Background: an optimization exercise with open tools, aiming at small area. Do not read the settings as production practice.
The RTL was checked by simulation tests, not by an equivalence proof against the original design.
Power is estimated from default activity; no workload was simulated. The clock port is modelled as an ideal driver; clocking choices that lean on that would not hold on a real chip.

run 1:
// mipsCore
module mipsCore (
	input logic clock,
	input logic reset,
	input logic [32-1:0] wbDatR,
	input logic wbAck,
	output logic [32-1:0] wbAdr,
	output logic [32-1:0] wbDatW,
	output logic [3:0] wbSel,
	output logic wbWe,
	output logic wbCyc,
	output logic wbStb,
	output logic halted
);
	typedef enum logic [3:0] {
		sClear, sFetch, sDec, sEx1, sEx2, sLReq, sLWait, sLW2,
		sSExtra, sSReq, sSWait, sSW2, sHalt
	} stateT;
	typedef enum logic [2:0] {
		cNop, cAddSub, cLogic, cLui, cJ, cBr, cLoad, cStore
	} clsT;
	stateT state, nextState;
	clsT cls;
	logic [3:0] ph;
	logic [31:0] ar, ir, irn;  
	assign ir = ~irn;
	logic [1:0] lsv;
	logic z;
	logic [4:0] xa, xb;
	logic sgn, isByte, ovf, eqAcc, cInc, cAdd;
	logic [1:0] rdA, rdB;
	logic [63:0] lowBits;
	logic we, clr;
	logic [4:0] widx;
	logic [1:0] wd;
	assign lowBits[1:0] = 2'b00;
	genvar g;
	generate
		for (g = 1; g < 32; g++) begin : gReg
			logic sel;
			logic [31:0] r;
			assign sel = clr || (we && widx == g);
			assign lowBits[2*g +: 2] = r[1:0];
			always_ff @(posedge clock)
  ...
Size: ~1700 cells after synthesis, about 1100 flip-flops.
Settings: LEC_CHECK=0, CAP_MARGIN=20, CORE_MARGIN=2, CORE_UTILIZATION=40, SLEW_MARGIN=20; clock period 10.0 ns.
standard.sh (not shown) runs the stock make flow with config.mk's settings and CLKGATE_MAP_FILE= SYNTH_SCRIPT=/design/flow/synth_recipe.tcl, a recipe that flattens the netlist after the stock synthesis.
==> flow/flow/run.sh <==
#!/bin/bash
# The standard layout (standard.sh) with two placement/CTS options changed:
# ports are buffered with buf_1 instead of the default cell, and CTS
# clusters sinks into larger groups without inserting dummy loads.
set -eo pipefail
cp standard.sh standard_sh_copy.txt
export BUFFER_PORTS_ARGS="-buffer_cell sky130_fd_sc_hd__buf_1"
export CTS_ARGS="-sink_clustering_enable -repair_clock_nets -dont_use_dummy_load -buf_list sky130_fd_sc_hd__clkbuf_4 -sink_clustering_size 11 -sink_clustering_max_diameter 40"
bash standard.sh > standard.log 2>&1
Run 1 reached the end of the flow, and the finished layout is clean on the timing, DRC and antenna checks.
Here is what was changed in the inputs of run 2 compared with run 1.
==> flow/flow/run.sh <==
#!/bin/bash
# The standard layout (standard.sh) with two placement/CTS options changed:
# ports are buffered with buf_1 instead of the default cell, and CTS
# clusters sinks into larger groups without inserting dummy loads.
set -eo pipefail
cp standard.sh standard_sh_copy.txt
export BUFFER_PORTS_ARGS="-buffer_cell sky130_fd_sc_hd__buf_1"
export CTS_ARGS="-sink_clustering_enable -repair_clock_nets -dont_use_dummy_load -buf_list sky130_fd_sc_hd__clkbuf_4 -sink_clustering_size 10 -sink_clustering_max_diameter 40"
bash standard.sh > standard.log 2>&1
Findings:
Both conditions hold for run 2: the flow ran to the end and the final layout passed the timing, DRC and antenna checks.
Run 2 vs. run 1: clock tree cell share of total cell area went up by 0.45 points.
Comparing run 1 with run 2, the total routed wire length on the met1 layer came out essentially unchanged.
Re fraction of final layout cells sized beyond drive strength 1: run 2 is 0.84 points up on run 1.
Lower flip-flop and latch share of the layout cell area goes to run 2 over run 1.
Of run 2 and run 1, it is run 2 that has the higher post-route standard cell area excluding fillers.
Between run 1 and run 2, clock group share of total power increased.
[run 2] number of nets in the finished design rose 18 relative to run 1
Diff run 2..run 1 | adder-cell share of the synthesized area | unchanged
Diff run 1 -> run 2 | total power | up slightly
Comparing run 2 and run 1, the higher number of vias per cell after detailed routing was measured on run 1.
Combined buffer and inverter count along the critical path: run 2 vs run 1 identical
Changes in run 3 relative to run 2:
==> flow/flow/run.sh <==
#!/bin/bash
# The standard layout (standard.sh) with two placement/CTS options changed:
# ports are buffered with buf_1 instead of the default cell, and CTS
# clusters sinks into larger groups without inserting dummy loads.
set -eo pipefail
cp standard.sh standard_sh_copy.txt
export BUFFER_PORTS_ARGS="-buffer_cell sky130_fd_sc_hd__buf_1"
export CTS_ARGS="-sink_clustering_enable -repair_clock_nets -dont_use_dummy_load -buf_list sky130_fd_sc_hd__clkbuf_8 -sink_clustering_size 20 -sink_clustering_max_diameter 50"
bash standard.sh > standard.log 2>&1
Findings:
- No run among run 3 and run 2 stopped early or left any final violation; all are clean.
- Synthesized cell count came out exactly the same in run 3 and run 2.
- Initial cell density of the core across run 3 and run 2: no real change.
- Run 2 → run 3: tightest slew margin relative to the limit up 2.3 points, sequential fraction of total cell area level, latest clock arrival within the worst-skew pair lower, number of diodes added for antenna fixing now smaller, pin count of the biggest net entering global routing level.
- Run 3 has H-tree level count below what run 2 had.
Input-level comparison between run 4 and run 3:
==> flow/flow/run.sh <==
#!/bin/bash
# The standard layout (standard.sh) with two placement/CTS options changed:
# ports are buffered with buf_1 instead of the default cell, and CTS
# clusters sinks into larger groups without inserting dummy loads.
set -eo pipefail
cp standard.sh standard_sh_copy.txt
export BUFFER_PORTS_ARGS="-buffer_cell sky130_fd_sc_hd__buf_1"
export CTS_ARGS="-sink_clustering_enable -repair_clock_nets -dont_use_dummy_load -buf_list sky130_fd_sc_hd__clkbuf_4 -sink_clustering_size 12 -sink_clustering_max_diameter 30"
bash standard.sh > standard.log 2>&1
- Run 3 -> run 4: max-cap violation count delta 0, exact match
- Diff run 3 -> run 4 | area of all placed cells without fillers | up slightly
- Side by side, arrival time of data at the critical path endpoint turned out higher in run 4 than in run 3.
- The final reports for run 4 and run 3 show clock group share of total power higher in the former.
- Compared with run 3, run 4 shows a lower proportion of cell area occupied by registers.
- Taking run 3 as the reference, in run 4 total wire length went up by about 1.4%; proportion of power drawn by flip-flops and latches went down; final design utilization +0.15 points; routed length on met1 fell by 1.1%.

---

mipsCore, a different RTL version from the one above (not shown whole).
Size in the first run: about 1700 cells after synthesis, ~1100 flip-flops, about 110 I/O pins.
Settings: LEC_CHECK=0, CAP_MARGIN=20, CORE_MARGIN=2, CORE_UTILIZATION=40, SLEW_MARGIN=20; clock period 10.0 ns.
==> flow/flow/run.sh <==
#!/bin/bash
# The standard layout (standard.sh) with two placement/CTS options changed:
# ports are buffered with buf_1 instead of the default cell, and CTS
# clusters sinks into larger groups without inserting dummy loads.
set -eo pipefail
cp standard.sh standard_sh_copy.txt
export BUFFER_PORTS_ARGS="-buffer_cell sky130_fd_sc_hd__buf_1"
export CTS_ARGS="-sink_clustering_enable -repair_clock_nets -dont_use_dummy_load -buf_list sky130_fd_sc_hd__clkbuf_8 -sink_clustering_size 20 -sink_clustering_max_diameter 50"
bash standard.sh > standard.log 2>&1
Next try:
==> flow/flow/run.sh (replaced) <==
#!/bin/bash
# The standard layout (standard.sh) with two placement/CTS options changed:
# ports are buffered with buf_1 instead of the default cell, and CTS
# clusters sinks into larger groups without inserting dummy loads.
set -eo pipefail
cp standard.sh standard_sh_copy.txt
export BUFFER_PORTS_ARGS="-buffer_cell sky130_fd_sc_hd__buf_1"
export CTS_ARGS="-sink_clustering_enable -repair_clock_nets -dont_use_dummy_load -buf_list sky130_fd_sc_hd__clkbuf_4 -sink_clustering_size 12 -sink_clustering_max_diameter 40"
bash standard.sh > standard.log 2>&1
Settings changed: CORE_UTILIZATION 40 to 60.
Clock power went down by roughly a tenth.
Routed wire length goes down by a few percent.
Setup slack loses 0.018 ns.
Next try:
Settings changed: CORE_UTILIZATION 60 to 40.
Outcome: Hold slack stays flat; total power came out higher by 0.77%; synthesized cell count is unchanged; core utilization came out lower by 21 points; final area came out higher by 1.3%; worst setup slack gets worse by 0.11 ns.

---

## lane 1
mipsCore, a different RTL version from the one above (not shown whole).
Size: about 1700 cells after synthesis, about 110 I/O pins, roughly 28000 um2 of cells after synthesis.
==> flow/config.mk <==
export PLATFORM = sky130hd
export DESIGN_NAME = mipsCore
export DESIGN_NICKNAME = mipsCore
export VERILOG_FILES = /design/flow/design.v
export SDC_FILE = /design/flow/constraint.sdc
export NUM_CORES = 4
export LEC_CHECK = 0
export CAP_MARGIN = 20
export CORE_MARGIN = 2
export CORE_UTILIZATION = 40
export SLEW_MARGIN = 20
==> flow/constraint.sdc <==
create_clock -name core_clock -period 10.0 [get_ports {clock}]
set_input_delay 2.0000 -clock core_clock [delete_from_list [all_inputs] [get_ports {clock}]]
set_output_delay 2.0000 -clock core_clock [all_outputs]
set_load 0.01 [all_outputs]
run.sh (not shown) runs the stock make flow with config.mk's settings and CLKGATE_MAP_FILE= SYNTH_SCRIPT=/design/flow/synth_recipe.tcl, a recipe that flattens the netlist after the stock synthesis.
Stock flow here: none of the scripts above is used.
[inputs] lane 2 vs lane 1
==> flow/flow/run.sh (new file) <==
#!/bin/bash
# The standard layout (standard.sh) with two placement/CTS options changed:
# ports are buffered with buf_1 instead of the default cell, and CTS
# clusters sinks into larger groups without inserting dummy loads.
set -eo pipefail
cp standard.sh standard_sh_copy.txt
export BUFFER_PORTS_ARGS="-buffer_cell sky130_fd_sc_hd__buf_1"
export CTS_ARGS="-sink_clustering_enable -repair_clock_nets -dont_use_dummy_load -buf_list sky130_fd_sc_hd__clkbuf_8 -sink_clustering_size 16 -sink_clustering_max_diameter 50"
bash standard.sh > standard.log 2>&1
==> flow/standard.sh (new file) <==
#!/bin/bash
# synth_recipe.tcl (not shown) runs the flow's synth.tcl, then flattens the netlist and writes it again
# the make line also repeats each setting of config.mk as NAME=value (left out here)
make -C /OpenROAD-flow-scripts/flow DESIGN_CONFIG=/design/flow/config.mk WORK_HOME=/design/flow/orfs CLKGATE_MAP_FILE= SYNTH_SCRIPT=/design/flow/synth_recipe.tcl "${@:-finish}"
removed: flow/run.sh
==> comparison <==
Going from lane 1 to lane 2, the global-route usage was found to have gone down by 0.72 points.
Lane 2 -> lane 1: die area delta 0, exact match
Between lane 1 and lane 2, the difference in number of port buffers is negligible.
Delta (lane 2 minus lane 1): end-of-flow core utilization fell by 4.1 points, worst setup slack went up 0.35 ns.
Of lane 1 and lane 2, the lower wire length belongs to lane 2.
Against lane 1, lane 2 reports a total power consumption of the routed design that is lower.
Lane 2 vs. lane 1: via count shrank by 2.4%, maximum frequency now sits higher, flip-flop and latch count did not really move, adder-cell area share of the yosys netlist level.
### lane 2 -> lane 3
==> flow/flow/run.sh <==
#!/bin/bash
# The standard layout (standard.sh) with two placement/CTS options changed:
# ports are buffered with buf_1 instead of the default cell, and CTS
# clusters sinks into larger groups without inserting dummy loads.
set -eo pipefail
cp standard.sh standard_sh_copy.txt
export BUFFER_PORTS_ARGS="-buffer_cell sky130_fd_sc_hd__buf_1"
export CTS_ARGS="-sink_clustering_enable -repair_clock_nets -dont_use_dummy_load -buf_list sky130_fd_sc_hd__clkbuf_16 -sink_clustering_size 30 -sink_clustering_max_diameter 80"
bash standard.sh > standard.log 2>&1
~same power density over cell area in lane 2 and lane 3. Lane 3 vs lane 2 on maximum frequency from static timing analysis: lane 3 is the higher one. Delta (lane 3 minus lane 2): sequential share of layout area went up, final setup slack of the worst path rose 0.053 ns, internal power component went up by 0.026 mW, total non-filler cell area in the finished layout shows no meaningful change. Lane 2 has higher fraction of power spent switching nets than lane 3. Compared to lane 2, the routing of lane 3 uses less wire. On overall power of the completed layout, lane 2 tracks lane 3 almost exactly. Re clock skew: lane 2 was higher than lane 3.
Modified inputs, lane 4 compared to lane 3
Settings: CTS_CLUSTER_SIZE: unset -> 22; CTS_BUF_LIST: unset -> sky130_fd_sc_hd__clkbuf_8; CTS_CLUSTER_DIAMETER: unset -> 60.
==> flow/run.sh (new file) <==
#!/bin/bash
# synth_recipe.tcl (not shown) runs the flow's synth.tcl, then flattens the netlist and writes it again
# the make line also repeats each setting of config.mk as NAME=value (left out here)
make -C /OpenROAD-flow-scripts/flow DESIGN_CONFIG=/design/flow/config.mk WORK_HOME=/design/flow/orfs CLKGATE_MAP_FILE= SYNTH_SCRIPT=/design/flow/synth_recipe.tcl finish
removed: flow/flow/run.sh
removed: flow/standard.sh
Notes after the runs:
Going from lane 3 to lane 4, number of detailed-route iterations in the first pass saw a decrease, overall via count from detail_route saw an increase, largest fanout on the critical path saw little to no change, clock period minus final worst setup slack saw an increase.
Lane 4 ended up with a lower non-clock buffer instance count of the final layout than lane 3 did.
Die span in x came out exactly the same in lane 4 and lane 3.
Delta (lane 4 minus lane 3): utilization after layout increased by 0.95 points relative to the old numbers, routed wire length saw an increase.
From lane 3 to lane 4 the numbers moved as follows: multi-input combinational area share fell 0.29 points; worst setup slack shrank by 0.48 ns.

---

## v39
The RTL this note starts from:
==> flow/design.v <==
`timescale 1ns/1ps
package isaPkg;
	typedef enum logic [5:0] {
		opSpecial = 6'b000000,
		opJ = 6'b000010,
		opBeq = 6'b000100,
		opBne = 6'b000101,
		opLui = 6'b001111,
		opLw = 6'b100011,
		opLbu = 6'b100100,
		opSb = 6'b101000,
		opSw = 6'b101011
	} opcodeT;
	typedef enum logic [5:0] {
		fnBreak = 6'b001101,
		fnAdd = 6'b100000,
		fnSub = 6'b100010,
		fnAnd = 6'b100100,
		fnXor = 6'b100110
	} functT;
	typedef struct packed {
		opcodeT opcode;
		logic [5-1:0] rs;
		logic [5-1:0] rt;
		logic [5-1:0] rd;
		logic [4:0] shamt;
		functT funct;
	} rFormatT;
	typedef struct packed {
		opcodeT opcode;
		logic [5-1:0] rs;
		logic [5-1:0] rt;
		logic [15:0] imm;
	} iFormatT;
	typedef union packed {
		rFormatT r;
		iFormatT i;
	} instrWord;
endpackage
`timescale 1ns/1ps
package ctrlPkg;
	typedef enum logic [3:0] {
		stReset,
		stFetch,
		stDecode,
		stMemAddr,
		stMemRead,
		stLoadWriteBack,
		stMemWrite,
		stRExec,
		stRWriteBack,
		stOverflow,
		stBranch,
		stJump,
		stLui,
		stHalt
	} ctrlStateT;
	typedef enum logic [2:0] {
		aluAdd = 3'b001,
		aluSub = 3'b010,
		aluAnd = 3'b011,
		aluXor = 3'b110,
		aluLui = 3'b111
	} aluOpT;
	typedef enum logic {srcAPc, srcARegA} srcASelT;
	typedef enum logic [1:0] {srcBRegB, srcBStep, srcBImm, srcBBranch} srcBSelT;
	typedef enum logic [1:0] {pcAluResult, pcAluOut, pcJumpTarget, pcExcVector} pcSrcT;
	typedef enum logic {wbAluOut, wbLoadData} wbSrcT;
	typedef enum logic {accWord, accByte} accessSizeT;
endpackage
`timescale 1ns/1ps
`timescale 1ns/1ps
`timescale 1ns/1ps
`timescale 1ns/1ps
`timescale 1ns/1ps
`timescale 1ns/1ps
module mipsCore (
	input logic clock,
	input logic reset,
	input logic [32-1:0] wbDatR,
	input logic wbAck,
	output logic [32-1:0] wbAdr,
	output logic [32-1:0] wbDatW,
	output logic [3:0] wbSel,
	output logic wbWe,
	output logic wbCyc,
	output logic wbStb,
	output logic halted
);
	typedef enum logic [3:0] {
		sClear, sFetch, sDec, sEx1, sEx2, sLReq, sLWait, sLW2,
		sSExtra, sSReq, sSWait, sSW2, sHalt
	} stateT;
	typedef enum logic [2:0] {
		cNop, cAddSub, cLogic, cLui, cJ, cBr, cLoad, cStore
	} clsT;
	stateT state, nextState;
	clsT cls;
	logic [3:0] ph;
	logic [31:0] ar, ir, irn;  
	assign ir = ~irn;
	logic z;
	logic [4:0] xa, xb;
	logic sgn, isByte, flag, cInc, cAdd;
	logic [1:0] rdA, rdB;
	logic [63:0] lowBits;
	logic we, clr;
	logic [4:0] widx;
	logic [1:0] wd;
	assign lowBits[1:0] = 2'b00;
	genvar g;
	generate
		for (g = 1; g < 32; g++) begin : gReg
			logic sel;
			logic [31:0] r;
			assign sel = clr || (we && widx == g);
			assign lowBits[2*g +: 2] = r[1:0];
			always_ff @(posedge clock)
				r <= {sel ? (clr ? 2'b00 : wd) : r[1:0], r[31:2]};
		end
	endgenerate
	assign rdA = lowBits[{xa, 1'b0} +: 2];
	assign rdB = lowBits[{xb, 1'b0} +: 2];
	logic [1:0] ir2, ar2;
	logic [1:0] incOut;
	logic incIn, incCo;
	logic [1:0] ax, ay, sum;
	logic cin, c1, c2;
	logic [1:0] lane;
	logic [3:0] start;
	logic [1:0] nlane;
	assign ir2 = ir[1:0];
	assign ar2 = ar[1:0];
	assign incIn = (ph == 4'd1) || (cInc && ph != 4'd0);
	assign {incCo, incOut} = {1'b0, ar2} + {2'b00, incIn};
	always_comb begin
		ax = rdA;
		ay = rdB;
		cin = (ph == 4'd0) ? 1'b0 : cAdd;
		case (cls)
			cLoad, cStore: ay = (ph < 4'd8) ? ir2 : {2{sgn}};
			cBr: begin
				ax = ar2;
				ay = (ph == 4'd0) ? 2'b00 : (ph <= 4'd8) ? ir2 : {2{sgn}};
			end
			cJ: begin
				ax = (ph >= 4'd14) ? ar2 : 2'b00;
				ay = (ph == 4'd0 || ph >= 4'd14) ? 2'b00 : ir2;
			end
			default: if (ir[1]) begin
				ay = ~rdB;
				if (ph == 4'd0)
					cin = 1'b1;
			end
		endcase
	end
	assign {c1, sum[0]} = ax[0] + ay[0] + cin;
	assign {c2, sum[1]} = ax[1] + ay[1] + c1;
	logic [1:0] irLane;
	assign z = (xb == 5'd0);
	assign irLane = ir[{xa[1:0], 3'b000} +: 2];
	assign lane = (isByte && !z) ? ar[1:0] : 2'b00;
	assign nlane = 2'b00 - lane;
	assign start = {nlane, 2'b00};
	logic irLoad, irSh, arSh, fetchAck;
	logic [1:0] arIn, irIn;
	clsT dCls;
	logic [5:0] op, fn;
	always_comb begin
		op = wbDatR[31:26];
		fn = wbDatR[5:0];
		dCls = cNop;
		case (op)
			6'h00: case (fn)
				6'h20, 6'h22: dCls = cAddSub;
				6'h24, 6'h26: dCls = cLogic;
				default: dCls = cNop;
			endcase
			6'h02: dCls = cJ;
			6'h04, 6'h05: dCls = cBr;
			6'h0F: dCls = cLui;
			6'h23, 6'h24: dCls = cLoad;
			6'h28, 6'h2B: dCls = cStore;
			default: dCls = cNop;
		endcase
	end
	assign fetchAck = (state == sFetch) && wbAck;
	assign widx = (cls == cAddSub || cls == cLogic) ? ir[15:11] : xb;
	always_comb begin
		nextState = state;
		irLoad = 1'b0;
		irSh = 1'b0;
		arSh = 1'b0;
		arIn = incOut;
		irIn = rdB;
		we = 1'b0;
		wd = sum;
		clr = 1'b0;
		case (state)
			sClear: begin
				clr = 1'b1;
				arSh = 1'b1;
				arIn = 2'b00;
				if (ph == 4'd15)
					nextState = sFetch;
			end
			sFetch: if (wbAck) begin
				irLoad = 1'b1;
				if (wbDatR[31:26] == 6'h00 && wbDatR[5:0] == 6'h0D)
					nextState = sHalt;
				else if (ph == 4'd15)
					nextState = sEx1;
				else
					nextState = sDec;
			end
			sDec: if (ph == 4'd15)
				nextState = sEx1;
			sEx1: begin
				arSh = 1'b1;
				case (cls)
					cLogic: begin
						we = 1'b1;
						wd = ir[1] ? (rdA ^ rdB) : (rdA & rdB);
					end
					cLui: begin
						we = 1'b1;
						wd = ph[3] ? ir2 : 2'b00;
						irSh = ph[3];
					end
					cLoad, cStore: begin
						arIn = sum;
						irSh = 1'b1;
						if (z)
							irIn = incOut;
						we = !z;
						wd = incOut;
					end
					default: ;
				endcase
				if (ph == 4'd15)
					case (cls)
						cAddSub, cJ: nextState = sEx2;
						cBr: nextState = ((flag && rdA == rdB) != ir[26]) ? sEx2 : sFetch;
						cLoad: nextState = sLReq;
						cStore: nextState = (isByte && !z && ar[3:2] != 2'b00) ? sSExtra : sSReq;
						default: nextState = sFetch;
					endcase
			end
			sEx2: begin
				if (cls == cBr || cls == cJ) begin
					arSh = 1'b1;
					arIn = sum;
					irSh = (ph != 4'd0);
				end else if (flag) begin
					arSh = 1'b1;
					arIn = (ph == 4'd3) ? 2'b10 : 2'b00;  
				end else begin
					we = 1'b1;
				end
				if (ph == 4'd15)
					nextState = sFetch;
			end
			sLReq: if (wbAck) begin
				irLoad = !z;
				nextState = (ph == 4'd15) ? sLW2 : sLWait;
			end
			sLWait: if (ph == 4'd15)
				nextState = sLW2;
			sLW2: begin
				irSh = 1'b1;
				we = !z;
				wd = (isByte && ph >= 4'd4) ? 2'b00 : irLane;
				arSh = 1'b1;
				arIn = z ? ir2 : rdB;
				if (ph == 4'd15)
					nextState = sFetch;
			end
			sSExtra: begin
				irSh = 1'b1;
				irIn = ir2;
				if (ph == start - 4'd1)
					nextState = sSReq;
			end
			sSReq: if (wbAck)
				nextState = (ph == 4'd15) ? sSW2 : sSWait;
			sSWait: if (ph == 4'd15)
				nextState = sSW2;
			sSW2: begin
				arSh = 1'b1;
				arIn = z ? ir2 : rdB;
				irSh = 1'b1;
				irIn = ir2;
				we = !z;
				wd = irLane;
				if (ph == 4'd15)
					nextState = sFetch;
			end
			sHalt: ;
			default: nextState = sFetch;
		endcase
	end
	always_ff @(posedge clock) begin
		if (reset) begin
			state <= sClear;
			ph <= 4'd0;
		end else begin
			state <= nextState;
			ph <= ph + 4'd1;
		end
	end
	always_ff @(posedge clock) begin
		if (irLoad)
			irn <= ~wbDatR;
		else if (irSh)
			irn <= {~irIn, irn[31:2]};
		if (arSh)
			ar <= {arIn, ar[31:2]};
		if (state == sSReq || state == sLReq)
			xa[1:0] <= lane;
		if (fetchAck) begin
			xa <= wbDatR[25:21];
			xb <= wbDatR[20:16];
			sgn <= wbDatR[15];
			cls <= dCls;
			isByte <= ~wbDatR[27];
		end
		cInc <= incCo;
		cAdd <= c2;
		if (cls == cBr)
			flag <= (rdA == rdB) && (flag || ph == 4'd0);
		else if (state == sEx1 && ph == 4'd15)
			flag <= c1 ^ c2;
	end
	assign wbAdr = ar;
	assign wbDatW = ~(irn | {32{z}});
	assign wbSel = (isByte && (state == sLReq || state == sSReq)) ? (4'b0001 << ar[1:0]) : 4'b1111;
	assign wbWe = (state == sSReq);
	assign wbCyc = (state == sFetch || state == sLReq || state == sSReq);
	assign wbStb = wbCyc;
	assign halted = (state == sHalt);
endmodule
==> flow/config.mk <==
export PLATFORM = sky130hd
export DESIGN_NAME = mipsCore
export DESIGN_NICKNAME = mipsCore
export VERILOG_FILES = /design/flow/design.v
export SDC_FILE = /design/flow/constraint.sdc
export NUM_CORES = 4
export LEC_CHECK = 0
export CAP_MARGIN = 20
export CORE_MARGIN = 2
export CORE_UTILIZATION = 40
export SLEW_MARGIN = 20
==> flow/constraint.sdc <==
create_clock -name core_clock -period 10.0 [get_ports {clock}]
set_input_delay 2.0000 -clock core_clock [delete_from_list [all_inputs] [get_ports {clock}]]
set_output_delay 2.0000 -clock core_clock [all_outputs]
set_load 0.01 [all_outputs]
standard.sh (not shown) runs the stock make flow with config.mk's settings and CLKGATE_MAP_FILE= SYNTH_SCRIPT=/design/flow/synth_recipe.tcl, a recipe that flattens the netlist after the stock synthesis.
==> flow/flow/run.sh <==
#!/bin/bash
# The standard layout (standard.sh) with two placement/CTS options changed:
# ports are buffered with buf_1 instead of the default cell, and CTS
# clusters sinks into larger groups without inserting dummy loads.
set -eo pipefail
cp standard.sh standard_sh_copy.txt
export BUFFER_PORTS_ARGS="-buffer_cell sky130_fd_sc_hd__buf_1"
export CTS_ARGS="-sink_clustering_enable -repair_clock_nets -dont_use_dummy_load -buf_list sky130_fd_sc_hd__clkbuf_4 -sink_clustering_size 12 -sink_clustering_max_diameter 35"
bash standard.sh > standard.log 2>&1
What v14 does differently from v39 at the input level:
Settings: PLACE_DENSITY: unset -> 0.8.
diff --git a/flow/flow/run.sh b/flow/flow/run.sh
--- a/flow/flow/run.sh
+++ b/flow/flow/run.sh
@@ -7,3 +7,3 @@
 export BUFFER_PORTS_ARGS="-buffer_cell sky130_fd_sc_hd__buf_1"
-export CTS_ARGS="-sink_clustering_enable -repair_clock_nets -dont_use_dummy_load -buf_list sky130_fd_sc_hd__clkbuf_4 -sink_clustering_size 12 -sink_clustering_max_diameter 35"
+export CTS_ARGS="-sink_clustering_enable -repair_clock_nets -dont_use_dummy_load -buf_list sky130_fd_sc_hd__clkbuf_4 -sink_clustering_size 12 -sink_clustering_max_diameter 40"
 bash standard.sh > standard.log 2>&1
[summary]
The run showing the smaller count of routing violations after the opening detailed-route iteration is v39.
Going from v39 to v14, number of antenna violations at the first check in global routing shrinks by 1.
v14: setup slack 0.031 ns above v39
Comparing v39 and v14, the lower summed area of non-filler cells in the final layout was measured on v14.
Diff v39..v14 | worst path buffer plus inverter count | unchanged
v14 vs v39: wire length of the first global-routing pass up slightly
Met2 layer wire length in the routed design: v39 and v14 compared, higher one is v14
v39 → v14: cell count -25, wire length picked up an extra about 2%, share of power burned in combinational logic has increased.
Relative to v14, the following input files were edited for v16:
Settings: PLACE_DENSITY no longer set, was 0.8.
diff --git a/flow/flow/run.sh b/flow/flow/run.sh
--- a/flow/flow/run.sh
+++ b/flow/flow/run.sh
@@ -7,3 +7,3 @@
 export BUFFER_PORTS_ARGS="-buffer_cell sky130_fd_sc_hd__buf_1"
-export CTS_ARGS="-sink_clustering_enable -repair_clock_nets -dont_use_dummy_load -buf_list sky130_fd_sc_hd__clkbuf_4 -sink_clustering_size 12 -sink_clustering_max_diameter 40"
+export CTS_ARGS="-sink_clustering_enable -repair_clock_nets -dont_use_dummy_load -buf_list sky130_fd_sc_hd__clkbuf_4 -root_buf sky130_fd_sc_hd__clkbuf_16 -tree_buf sky130_fd_sc_hd__clkbuf_16 -sink_clustering_size 12 -sink_clustering_max_diameter 40"
 bash standard.sh > standard.log 2>&1
[summary]
- Cell area after layout deteriorates in v16 relative to v14.
- Taking v14 as the reference, in v16 sequential standard cell area level; overall power climbed 170 µW; length of routed wiring on met1 climbed about 0.5%; clock-cell share of area picked up an extra 0.67 points.
- Hold slack: v16 < v14
- In v16 the total of clock buffers placed in the layout turned out 6 higher than in v14.
- Part of the power in combinational logic in v16 is 0.3 points below v14.
- v16 gives less maximum vdd drop than v14 did.
- From v16 to v14, cell depth of the worst hold path did not move at all.
Modified inputs, v12 compared to v16
==> flow/flow/run.sh <==
#!/bin/bash
# The standard layout (standard.sh) with two placement/CTS options changed:
# ports are buffered with buf_1 instead of the default cell, and CTS
# clusters sinks into larger groups without inserting dummy loads.
set -eo pipefail
cp standard.sh standard_sh_copy.txt
export BUFFER_PORTS_ARGS="-buffer_cell sky130_fd_sc_hd__buf_1"
export CTS_ARGS="-sink_clustering_enable -repair_clock_nets -dont_use_dummy_load -buf_list sky130_fd_sc_hd__clkbuf_4 -sink_clustering_size 11 -sink_clustering_max_diameter 40"
bash standard.sh > standard.log 2>&1
Findings:
- Taking v16 as the reference, in v12 total power lower; clock network fraction of design power lower; path length in cells of the critical path saw little to no change; wire length rose 290 µm.
- From v16 to v12, area after synthesis did not move at all.
- v12 vs. v16: area growth from synthesis to final layout went down by 0.42 points.

==> re-timing with driven ports <==
No port has a modelled driver above. Below, the same layouts with a new extraction and two added sets of constraints. Step 1 assumes that a clkbuf_16 drives the clock port and a buf_2 every other input. Step 2 moves the port delays by t, midway between the first and last clock arrival at a register: inputs arrive t later, outputs are due t later. That takes back most of the time a late clock gives input paths. Three values: no drivers, after step 1, after step 2; two values: the first two.
run | shift t [ns] | slack for setup (ns) | worst hold slack (ns) | worst setup path after step 2 | worst slew at a driven data input, ns
run 1 | 0.858 | 5.230 / 5.182 / 5.728 | 0.259 / 0.259 / 0.259 | input to register | 0.05
run 2 | 0.948 | 5.151 / 5.097 / 5.708 | 0.271 / 0.271 / 0.271 | input to register | 0.05
run 3 | 0.691 | 5.390 / 5.338 / 5.729 | 0.253 / 0.253 / 0.253 | input to register | 0.05
run 4 | 0.974 | 5.163 / 5.112 / 5.735 | 0.247 / 0.247 / 0.247 | input to register | 0.06
the first run of note 2 | 0.703 | 4.807 / 4.754 / 4.968 | 0.270 / 0.270 / 0.270 | register to register | 0.07
the second run of note 2 | 0.887 | 4.789 / 4.734 / 5.390 | 0.260 / 0.260 / 0.260 | register to register | 0.05
the third run of note 2 | 0.920 | 4.677 / 4.623 / 5.033 | 0.258 / 0.258 / 0.258 | register to register | 0.07
lane 1 | 0.699 | 5.368 / 5.311 / 5.822 | 0.304 / 0.304 / 0.304 | input to register | 0.06
lane 2 | 0.702 | 5.723 / 5.670 / 5.948 | 0.269 / 0.269 / 0.269 | register to register | 0.06
lane 3 | 0.633 | 5.776 / 5.720 / 5.943 | 0.307 / 0.307 / 0.307 | register to register | 0.06
lane 4 | 0.751 | 5.298 / 5.245 / 5.825 | 0.291 / 0.291 / 0.291 | register to register | 0.06
v39 | 0.975 | 5.128 / 5.072 / 5.649 | 0.242 / 0.242 / 0.242 | register to register | 0.07
v14 | 0.896 | 5.159 / 5.106 / 5.131 | 0.265 / 0.265 / 0.265 | input to register | 0.09
v16 | 0.629 | 5.441 / 5.381 / 5.587 | 0.252 / 0.252 / 0.252 | register to register | 0.07
v12 | 0.931 | 5.123 / 5.069 / 5.536 | 0.193 / 0.193 / 0.193 | register to register | 0.07
After both steps every run listed still meets setup and hold. For v14, which loses most, drivers alone change the setup slack by -0.053 ns; drivers and shift together by -0.028 ns.
